Context: an optimization exercise on an open-source flow, tuned for small area. The choices shown serve that exercise and are no tape-out recipe. In this exercise RTL edits were held to simulation tests only and were not proved equivalent to the original. Power and IR drop assume default switching activity. The clock port is modelled as an ideal driver; clocking choices that lean on that would not hold on a real chip.

== v41 ==
// vexec_unit
module vexec_unit
(
   input  wire         clk,
   input  wire         reset,
   input  wire         opcode_vld,
   input  wire  [31:0] opcode0,
   input  wire  [31:0] opcode1,
   output logic        inst_buff_full,
   output logic        ls_req_vld,
   output logic        ls_req_access_type,
   output logic [31:0] ls_req_access_length,
   output logic [4:0]  ls_req_vec_reg_ptr,
   output logic [31:0] ls_req_addr,
   input  wire         load_store_busy
);
For scale: roughly 560 flip-flops, about 140 I/O pins, roughly 0.013 mm2 of cells after synthesis.
clock: 5.0 ns
lec_check: 0
cap_margin: 20
core_margin: 2
core_utilization: 80
slew_margin: 20
standard.sh (not shown) runs the stock make flow with config.mk's settings and CLKGATE_MAP_FILE= SYNTH_SCRIPT=/design/flow/synth_recipe.tcl, a recipe that flattens the netlist after the stock synthesis.
==> flow/flow/run.sh <==
#!/bin/bash
# Standard ORFS layout with two changes: ports are buffered with the
# smallest buffer, and CTS clusters more sinks per buffer without dummy loads.
set -euo pipefail
bash standard.sh \
  "BUFFER_PORTS_ARGS=-buffer_cell sky130_fd_sc_hd__buf_1" \
  "CTS_ARGS=-sink_clustering_enable -repair_clock_nets -dont_use_dummy_load -sink_clustering_size 20 -sink_clustering_max_diameter 60 -buf_list {sky130_fd_sc_hd__clkbuf_8}" \
  finish > standard_flow.log 2>&1
The following lists how v8 was set up differently from v41:
- changing CORE_UTILIZATION from 80 to 65
==> flow/flow/run.sh <==
#!/bin/bash
# Standard ORFS layout with two changes: ports are buffered with the
# smallest buffer, and CTS clusters more sinks per buffer without dummy loads.
set -euo pipefail
bash standard.sh \
  "BUFFER_PORTS_ARGS=-buffer_cell sky130_fd_sc_hd__buf_1" \
  "CTS_ARGS=-sink_clustering_enable -repair_clock_nets -dont_use_dummy_load -sink_clustering_size 20 -sink_clustering_max_diameter 40 -buf_list {sky130_fd_sc_hd__clkbuf_8}" \
  finish > standard_flow.log 2>&1
## What came out
- Looking at startpoint of the most critical setup path, the opcode1[30] result is from v41; the opcode0[28] one comes from v8.
- In the reports for v41 and v8, the smaller routing usage on met1 belongs to v8.
- Clock network area share (higher): v8
- Delta (v8 minus v41): switching share of total power decreased 0.41 points, non-clock buffer count decreased 2.
Modified inputs, v43 compared to v8
==> flow/flow/run.sh <==
#!/bin/bash
# Standard ORFS layout with two changes: ports are buffered with the
# smallest buffer, and CTS clusters more sinks per buffer without dummy loads.
set -euo pipefail
bash standard.sh \
  "BUFFER_PORTS_ARGS=-buffer_cell sky130_fd_sc_hd__buf_1" \
  "CTS_ARGS=-sink_clustering_enable -repair_clock_nets -dont_use_dummy_load -sink_clustering_size 20 -sink_clustering_max_diameter 60 -buf_list {sky130_fd_sc_hd__clkbuf_8}" \
  finish > standard_flow.log 2>&1
Notes after the runs:
Going from v8 to v43, net count reported at finish decreased about 1.4%; maximum VDD drop went up by 8.2%.
Re first-pass iteration count of the detailed router: no difference whatsoever between v8 and v43.
v8 -> v43: combinational power flat
From v43 to v8, fraction of the mapped netlist area in compound gates did not move at all.
Internal power, v8 and v43: higher on v8
v43 ends up with a post-route minimum period that is 0.0044 ns higher than in v8.
The detailed-route wire length of v8 and that of v43 are within noise of each other.
v43: final area lower than v8
Between v43 and v8, the final worst-path cycle share figures differ only marginally.
v43 vs. v8: share of power burned in the clock network went down by 3.2 points.
### v43 -> v21
==> flow/flow/run.sh <==
#!/bin/bash
# Standard ORFS layout with two changes: ports are buffered with the
# smallest buffer, and CTS clusters more sinks per buffer without dummy loads.
set -euo pipefail
bash standard.sh \
  "BUFFER_PORTS_ARGS=-buffer_cell sky130_fd_sc_hd__buf_1" \
  "CTS_ARGS=-sink_clustering_enable -repair_clock_nets -dont_use_dummy_load -sink_clustering_size 17 -sink_clustering_max_diameter 50 -buf_list {sky130_fd_sc_hd__buf_6}" \
  finish > standard_flow.log 2>&1
## What came out
- Every stage of the flow completed for v21, and the final layout passed the timing, design-rule and antenna checks.
- Changes observed in v21 relative to v43: total power density per cell area now larger, total number of H-tree levels now larger, design area comparable.
- From v43 to v21 the numbers moved as follows: final net count increased about 0.9%; number of global-route vias before repair increased 72; layout buffering overhead excluding clock cells essentially unchanged.
- Cmp v43 and v21 / internal power / lower: v43
- Compared with v43, v21 shows a fraction of area in clock buffers and inverters that is 0.16 points higher.
- The total detailed-routing wirelength of v21 exceeds that of v43 by 60 um.
- Against v43, v21 comes in 0.18 points higher on layout overhead on the synthesized area.
- Total power was higher in v21 than in v43.

* * *

Another version of the RTL of vexec_unit (not shown whole).
For scale: ~560 flip-flops, about 140 I/O pins.
Settings: LEC_CHECK=0, CAP_MARGIN=20, CORE_MARGIN=2, CORE_UTILIZATION=40, CTS_BUF_LIST=sky130_fd_sc_hd__clkbuf_4, SLEW_MARGIN=20; clock period 5.0 ns.
run.sh (not shown) runs the stock make flow with config.mk's settings and CLKGATE_MAP_FILE= SYNTH_SCRIPT=/design/flow/synth_recipe.tcl, a recipe that flattens the netlist after the stock synthesis.
Stock flow here: none of the scripts above is used.
The baseline went through all stages and came out clean.
Then changed:
==> flow/flow/run.sh (new file) <==
#!/bin/bash
# Standard ORFS layout with two changes: ports are buffered with the
# smallest buffer, and CTS clusters more sinks per buffer without dummy loads.
set -euo pipefail
bash standard.sh \
  "BUFFER_PORTS_ARGS=-buffer_cell sky130_fd_sc_hd__buf_1" \
  "CTS_ARGS=-sink_clustering_enable -repair_clock_nets -dont_use_dummy_load -sink_clustering_size 30 -sink_clustering_max_diameter 80 -buf_list {sky130_fd_sc_hd__clkbuf_8 sky130_fd_sc_hd__clkbuf_16}" \
  finish > standard_flow.log 2>&1
==> flow/standard.sh (new file) <==
#!/bin/bash
# synth_recipe.tcl (not shown) runs the flow's synth.tcl, then flattens the netlist and writes it again
# the make line also repeats each setting of config.mk as NAME=value (left out here)
make -C /OpenROAD-flow-scripts/flow DESIGN_CONFIG=/design/flow/config.mk WORK_HOME=/design/flow/orfs CLKGATE_MAP_FILE= SYNTH_SCRIPT=/design/flow/synth_recipe.tcl "${@:-finish}"
--- a/flow/config.mk
+++ b/flow/config.mk
@@ -9,4 +9,3 @@
 export CORE_MARGIN = 2
-export CORE_UTILIZATION = 40
-export CTS_BUF_LIST = sky130_fd_sc_hd__clkbuf_4
+export CORE_UTILIZATION = 65
 export SLEW_MARGIN = 20
removed: flow/run.sh
What happened: The changed run went through all stages and came out clean. Design area falls by 15%. Power falls by 21%. Worst setup slack improves by 99 ps. Clock power falls by 46%. Routed wire length falls by 11%. Synthesized cell count does not change. Die area falls by 38%. Final cell count falls by 25%. Utilization rises by 20 points. Register-to-register slack degrades by 610 ps.

* * *

## v6
The RTL this note starts from:
==> flow/design.v <==
`timescale 1ns/1ps
`default_nettype none
module vexec_unit
(
   input  wire         clk,
   input  wire         reset,
   input  wire         opcode_vld,
   input  wire  [31:0] opcode0,
   input  wire  [31:0] opcode1,
   output logic        inst_buff_full,
   output logic        ls_req_vld,
   output logic        ls_req_access_type,
   output logic [31:0] ls_req_access_length,
   output logic [4:0]  ls_req_vec_reg_ptr,
   output logic [31:0] ls_req_addr,
   input  wire         load_store_busy
);
   logic [31:0] ring [16];
   logic [31:0] vec_len;
   logic [3:0]  cnt;
   logic        clr;
   logic        phase;
   logic        pend;
   logic [3:0]  pdst;
   logic [31:0] w;
   logic [7:0]  op;
   logic        is_ls;
   logic        is_mtc;
   logic        is_mfc;
   logic        is_mov;
   logic [3:0]  idx;
   logic        match;
   logic        active;
   logic        done;
   logic        wr_imm;
   logic        wr_vl;
   logic        ld_vl;
   logic [31:0] rin;
   assign w      = phase ? opcode1 : opcode0;
   assign op     = w[31:24];
   assign is_ls  = (op == 8'd1) || (op == 8'd2);
   assign is_mtc = (op == 8'd3);
   assign is_mfc = (op == 8'd4);
   assign is_mov = (op == 8'd5);
   assign idx    = pend ? pdst : (is_mfc ? w[19:16] : w[11:8]);
   assign match  = (cnt == idx);
   assign active = opcode_vld && !clr;
   always_comb begin
      if (pend) begin
         done = match;
      end else if (is_ls) begin
         done = match && !load_store_busy;
      end else if (is_mtc || is_mfc) begin
         done = match;
      end else begin
         done = 1'b1;
      end
      done = done && active;
   end
   assign wr_imm = active && pend && match;
   assign wr_vl  = active && !pend && is_mfc && match;
   assign ld_vl  = active && !pend && is_mtc && match;
   assign rin    = ({32{wr_imm && !phase}} & opcode0)
                 | ({32{wr_imm &&  phase}} & opcode1)
                 | ({32{wr_vl}}            & vec_len)
                 | ({32{!clr && !wr_imm && !wr_vl}} & ring[0]);
   assign inst_buff_full = !(phase && done);
   always_ff @(posedge clk) begin
      for (int i = 0; i < 15; i++) begin
         ring[i] <= ring[i+1];
      end
      ring[15] <= rin;
      if (ld_vl || clr) begin
         vec_len <= rin;
      end
      if (active && !pend && is_mov) begin
         pdst <= w[19:16];
      end
   end
   always_ff @(posedge clk or negedge reset) begin
      if (!reset) begin
         cnt     <= '0;
         clr     <= 1'b1;
         phase   <= 1'b0;
         pend    <= 1'b0;
      end else begin
         cnt <= cnt + 1'b1;
         if (cnt == 4'd15) begin
            clr <= 1'b0;
         end
         if (done) begin
            phase <= !phase;
         end
         if (active) begin
            if (pend) begin
               if (match) begin
                  pend <= 1'b0;
               end
            end else if (is_mov) begin
               pend <= 1'b1;
            end
         end
      end
   end
   assign ls_req_vld           = active && !pend && is_ls && match && !load_store_busy;
   assign ls_req_access_type   = w[25];
   assign ls_req_access_length = vec_len;
   assign ls_req_vec_reg_ptr   = w[20:16];
   assign ls_req_addr          = ring[0];
endmodule
`default_nettype wire
clock: 5.0 ns
lec_check: 0
cap_margin: 20
core_margin: 2
core_utilization: 65
slew_margin: 20
standard.sh (not shown) runs the stock make flow with config.mk's settings and CLKGATE_MAP_FILE= SYNTH_SCRIPT=/design/flow/synth_recipe.tcl, a recipe that flattens the netlist after the stock synthesis.
==> flow/flow/run.sh <==
#!/bin/bash
# Standard ORFS layout with two changes: ports are buffered with the
# smallest buffer, and CTS clusters more sinks per buffer without dummy loads.
set -euo pipefail
bash standard.sh \
  "BUFFER_PORTS_ARGS=-buffer_cell sky130_fd_sc_hd__buf_1" \
  "CTS_ARGS=-sink_clustering_enable -repair_clock_nets -dont_use_dummy_load -sink_clustering_size 20 -sink_clustering_max_diameter 60 -buf_list {sky130_fd_sc_hd__clkbuf_8}" \
  finish > standard_flow.log 2>&1
v6 ran to completion and came out clean on the timing, design-rule and antenna checks.
[inputs] v7 vs v6
==> flow/flow/run.sh <==
#!/bin/bash
# Standard ORFS layout with two changes: ports are buffered with the
# smallest buffer, and CTS clusters more sinks per buffer without dummy loads.
set -euo pipefail
bash standard.sh \
  "BUFFER_PORTS_ARGS=-buffer_cell sky130_fd_sc_hd__buf_1" \
  "CTS_ARGS=-sink_clustering_enable -repair_clock_nets -dont_use_dummy_load -sink_clustering_size 30 -sink_clustering_max_diameter 80 -buf_list {sky130_fd_sc_hd__clkbuf_8 sky130_fd_sc_hd__clkbuf_16}" \
  finish > standard_flow.log 2>&1
Notes after the runs:
Summary of the comparison: power density over the cells is higher in v7, relative to v6.
Global-route usage (higher): v6
Delta (v7 minus v6): xor/xnor cell area share of the yosys netlist shows no meaningful change, clock-buffer cell count shows a reduction of 35%.
Area growth from synthesis to final layout: higher on v7
On final cell count: between v7 and v6, it ends up lower for v7.
Summary: with v6 as the reference, first-pass GRT wire length in v7 moved down slightly.
Die area: v6 vs v7 identical
v6 -> v7: count of cells along the worst hold path delta 0, exact match
In terms of combinational power, v7 and v6 differ only marginally.

-- static timing again, ports no longer ideal --
Ports are ideal in the flow. The routed layouts listed here were re-timed in OpenROAD. Step 1 (the two cells are an assumption about what drives the block):
set clk [get_ports {clk}]
set_driving_cell -lib_cell sky130_fd_sc_hd__clkbuf_16 $clk
set_driving_cell -lib_cell sky130_fd_sc_hd__buf_2 [delete_from_list [all_inputs] $clk]
Step 2 also shifts input and output timing later by t, the mid clock arrival at the registers, as if the neighbouring blocks saw the same clock. Three values: ideal, step 1, step 2; two values: the first two.
run | shift t [ns] | setup slack, ns | hold slack, ns | worst register clock-pin slew, ns | worst data-port slew with drivers (ns)
v41 | 0.611 | 0.850 / 0.820 / 0.820 | 0.316 / 0.323 / 0.323 | 0.12 / 0.12 | 0.06
v8 | 0.581 | 0.882 / 0.861 / 0.861 | 0.267 / 0.267 / 0.267 | 0.11 / 0.11 | 0.05
v43 | 0.627 | 0.877 / 0.857 / 0.857 | 0.277 / 0.290 / 0.316 | 0.12 / 0.12 | 0.05
v21 | 0.502 | 0.868 / 0.847 / 0.847 | 0.294 / 0.294 / 0.294 | 0.11 / 0.11 | 0.05
the first run of note 2 | 0.777 | 0.075 / 0.050 / 0.050 | 0.289 / 0.289 / 0.289 | 0.07 / 0.07 | 0.08
the second run of note 2 | 0.560 | 0.174 / 0.128 / 0.353 | 0.287 / 0.287 / 0.287 | 0.11 / 0.11 | 0.06
v6 | 0.571 | 0.524 / 0.480 / 0.851 | 0.295 / 0.295 / 0.295 | 0.11 / 0.11 | 0.05
v7 | 0.558 | 0.524 / 0.478 / 0.865 | 0.290 / 0.290 / 0.290 | 0.11 / 0.11 | 0.05
After both steps every run listed still meets setup and hold. The setup slack of v41, which loses most, moves by -0.030 ns with the drivers and by -0.030 ns with both steps.
